This is an optimization exercise on Yosys and OpenROAD, whose aim is small area and few clock cycles per item, not a production implementation. Only simulation tests tie the RTL to the original design; equivalence was not proved.

Design fir_stream_filter, start of the top module:
module fir_stream_filter (
  input  logic               clk,
  input  logic               rst_n,
  input  logic               in_valid,
  output logic               in_ready,
  input  logic signed [15:0] in_data,
  output logic               out_valid,
  input  logic               out_ready,
  output logic signed [15:0] out_data,
  output logic               out_sat,
  input  logic               coef_we,
  input  logic [2:0]         coef_addr,
  input  logic signed [15:0] coef_wdata,
  input  logic               coef_swap,
  input  logic               flush
);
export LEC_CHECK = 0
export ABC_AREA = 1
export CAP_MARGIN = 10
export CORE_MARGIN = 2
export CORE_UTILIZATION = 55
export CTS_BUF_LIST = sky130_fd_sc_hd__clkbuf_16
export CTS_CLUSTER_DIAMETER = 100
export CTS_CLUSTER_SIZE = 25
export SLEW_MARGIN = 10
export SYNTH_HIERARCHICAL = 1
export SYNTH_MINIMUM_KEEP_SIZE = 0
create_clock -name core_clock -period 7.5 [get_ports {clk}]
run.sh (not shown) runs the stock make flow with config.mk's settings and CLKGATE_MAP_FILE= SYNTH_SCRIPT=/design/flow/synth_recipe.tcl, a recipe that flattens the netlist after the stock synthesis.
Testbench counts at the start, summed over its fixed seeds: cycles 8,256, items 8,192.
Edit:
--- a/flow/design.v
+++ b/flow/design.v
@@ -17,24 +17,31 @@
   logic        adv, accept;
   logic [15:0] shadow [8];
   logic [15:0] active [8];
   logic        swap_q;            
   logic [15:0] xn [7];            
   logic [2:0]  clr;               
   logic [15:0] ce [8];            
+  logic [15:0] wcode;             
   logic [16:0] pp [8][8];         
   logic [7:0]  ng [8];            
   logic [34:0] row_a, row_b;
   logic        fits;
   assign adv      = !out_valid || out_ready;
   assign in_ready = adv && !flush && !swap_q && clr == 3'd0;
   assign accept   = in_valid && in_ready;
+  always_comb begin
+    for (int j = 0; j < 8; j++) begin
+      wcode[2*j+1] = coef_wdata[2*j+1];
+      wcode[2*j]   = (j == 0) ? coef_wdata[0] : coef_wdata[2*j] ^ coef_wdata[2*j-1];
+    end
+  end
   always_ff @(posedge clk) begin
     for (int k = 0; k < 8; k++) begin
-      if (!rst_n || (coef_we && coef_addr == 3'(k))) shadow[k] <= rst_n ? coef_wdata : 16'd0;
+      if (!rst_n || (coef_we && coef_addr == 3'(k))) shadow[k] <= rst_n ? wcode : 16'd0;
       if (swap_q) active[k] <= shadow[k];
     end
   end
   always_ff @(posedge clk or negedge rst_n) begin
     if (!rst_n) swap_q <= 1'b1;
     else swap_q <= coef_swap;
   end
@@ -60,16 +67,16 @@
       end else begin : g_old
         assign ce[k] = active[k];
         assign xe = ~{xn[k-1][15], xn[k-1]};
       end
       assign cx = {ce[k], 1'b0};
       for (genvar j = 0; j < 8; j++) begin : g_dig
         assign ng[k][j] = cx[2*j+2];
-        assign one[j] = cx[2*j+1] ^ cx[2*j];
-        assign two[j] = (cx[2*j+2] ^ cx[2*j+1]) & ~one[j];
+        assign one[j] = cx[2*j+1];
+        assign two[j] = (cx[2*j+2] ^ cx[2*j]) & ~one[j];
         for (genvar i = 0; i < 17; i++) begin : g_bit
           if (i == 0) begin : g_lsb
             assign pp[k][j][i] = (one[j] & xe[i]) ^ cx[2*j+2];
           end else begin : g_mid
             assign pp[k][j][i] = ((one[j] & xe[i]) | (two[j] & xe[i-1])) ^ cx[2*j+2];
           end
         end
The new run produced a clean layout.
Worst setup slack gets better by 0.076 ns.
Register-to-register slack gets better by 0.08 ns.
Global-route usage goes up by 3.6 points.
Non-clock buffer count goes down by 2.
First-iteration DRC count goes up by 16%.
Wire length goes up by 9.3%.
Fmax goes up by 1.1%.
Worst hold slack gets better by 0.0084 ns.
Die area goes down by 0.46%.
Area after synthesis goes down by 0.46%.
Via count goes up by 1.2%.
Critical path depth goes down by 2.
Testbench counts after the change, summed over its fixed seeds: cycles 8,256, items 8,192.

--- another note on this design; it stands on its own ---

// fir_stream_filter
module fir_stream_filter (
  input  logic               clk,
  input  logic               rst_n,
  input  logic               in_valid,
  output logic               in_ready,
  input  logic signed [15:0] in_data,
  output logic               out_valid,
  input  logic               out_ready,
  output logic signed [15:0] out_data,
  output logic               out_sat,
  input  logic               coef_we,
  input  logic [2:0]         coef_addr,
  input  logic signed [15:0] coef_wdata,
  input  logic               coef_swap,
  input  logic               flush
);
Size: about 420 flip-flops, about 61 I/O pins, ~56000 um^2 of cells after synthesis.
clock: 7.5 ns
lec_check: 0
abc_area: 1
cap_margin: 10
core_margin: 2
core_utilization: 55
cts_buf_list: sky130_fd_sc_hd__clkbuf_16
cts_cluster_diameter: 100
cts_cluster_size: 25
slew_margin: 10
synth_hierarchical: 1
synth_minimum_keep_size: 0
standard.sh (not shown) runs the stock make flow with config.mk's settings and CLKGATE_MAP_FILE= SYNTH_SCRIPT=/design/flow/synth_recipe.tcl, a recipe that flattens the netlist after the stock synthesis.
==> flow/flow/run.sh <==
#!/bin/bash
# The standard layout (standard.sh, its own synthesis included), with three changes to
# how the layout is made: the port buffers are the smallest buffer cell instead of a delay
# cell; the buffers that ABC put in during synthesis are removed at floorplan, so that only
# the resizer's repairs after placement buffer the design; and clock tree synthesis inserts
# no dummy loads. The flow's full output goes to standard.log; ORFS writes each step's log
# under orfs/logs/.
set -o pipefail
export BUFFER_PORTS_ARGS="-buffer_cell sky130_fd_sc_hd__buf_1"
export REMOVE_ABC_BUFFERS=1
export CTS_ARGS="-sink_clustering_enable -repair_clock_nets -sink_clustering_size 25 -sink_clustering_max_diameter 100 -buf_list sky130_fd_sc_hd__clkbuf_16 -dont_use_dummy_load"
bash standard.sh > standard.log 2>&1
The baseline produced a clean layout.
Testbench counts at the start, summed over its fixed seeds: cycles 8,256, items 8,192.
Change:
==> flow/flow/run.sh (replaced) <==
#!/bin/bash
set -o pipefail
export BUFFER_PORTS_ARGS="-buffer_cell sky130_fd_sc_hd__buf_1"
export REMOVE_ABC_BUFFERS=1
export CTS_ARGS="-sink_clustering_enable -repair_clock_nets -sink_clustering_size 25 -sink_clustering_max_diameter 100 -buf_list sky130_fd_sc_hd__clkbuf_16 -dont_use_dummy_load"
bash standard.sh > standard.log 2>&1
- GPL_TIMING_DRIVEN: unset -> 0
- SETUP_SLACK_MARGIN: unset -> 0.2
Result:
- The changed run went through all stages and came out clean
- worst setup slack is worse by 0.62 ns
- synthesized cell count is unchanged
- flip-flop and latch count stays the same
- clock skew climbs by 0.020 ns
- critical path depth climbs by 1
- worst hold slack is worse by 0.0075 ns
Change:
- CAP_MARGIN: 10 -> 5
- SETUP_SLACK_MARGIN: 0.2 -> 0.3
- SLEW_MARGIN: 10 -> 5
Via count is higher by about 0.55%.
Final cell count is about the same.
Worst setup slack is better by 0.24 ns.
Clock skew is about the same.
Wire length is higher by 0.75%.
Non-clock buffer count is higher by 12.

afterwards: timing with drivers on the ports:
How much do the figures lean on ideal ports? The routed layouts below were timed once more, with nothing changed but the port constraints.
Step 1 sets driving cells, clkbuf_16 on the clock port and buf_2 on the other inputs (assumed; they add their load-dependent delay and slew).
Step 2 moves the port delays by t, midway between the first and last clock arrival at a register: inputs arrive t later, outputs are due t later. That takes back most of the time a late clock gives input paths.
a / b / c = ideal ports / drivers / drivers and shift; a / b = the first two.
run | shift t [ns] | setup slack, ns | hold slack, ns
the first run of note 1 | 0.706 | 0.576 / 0.576 / -0.063 | 0.402 / 0.402 / 0.402
the second run of note 1 | 0.751 | 0.652 / 0.652 / -0.046 | 0.411 / 0.411 / 0.411
the first run of note 2 | 0.754 | 0.696 / 0.696 / 0.235 | 0.416 / 0.416 / 0.416
the second run of note 2 | 0.703 | 0.077 / 0.134 / -0.569 | 0.408 / 0.408 / 0.408
the third run of note 2 | 0.716 | 0.316 / 0.330 / -0.344 | 0.388 / 0.388 / 0.388
Met with ideal ports but missed after step 2: setup timing in the first run of note 1, the second run of note 1, the second run of note 2 and the third run of note 2. For the second run of note 1, which loses most, drivers alone change the setup slack by 0.000 ns; drivers and shift together by -0.698 ns.
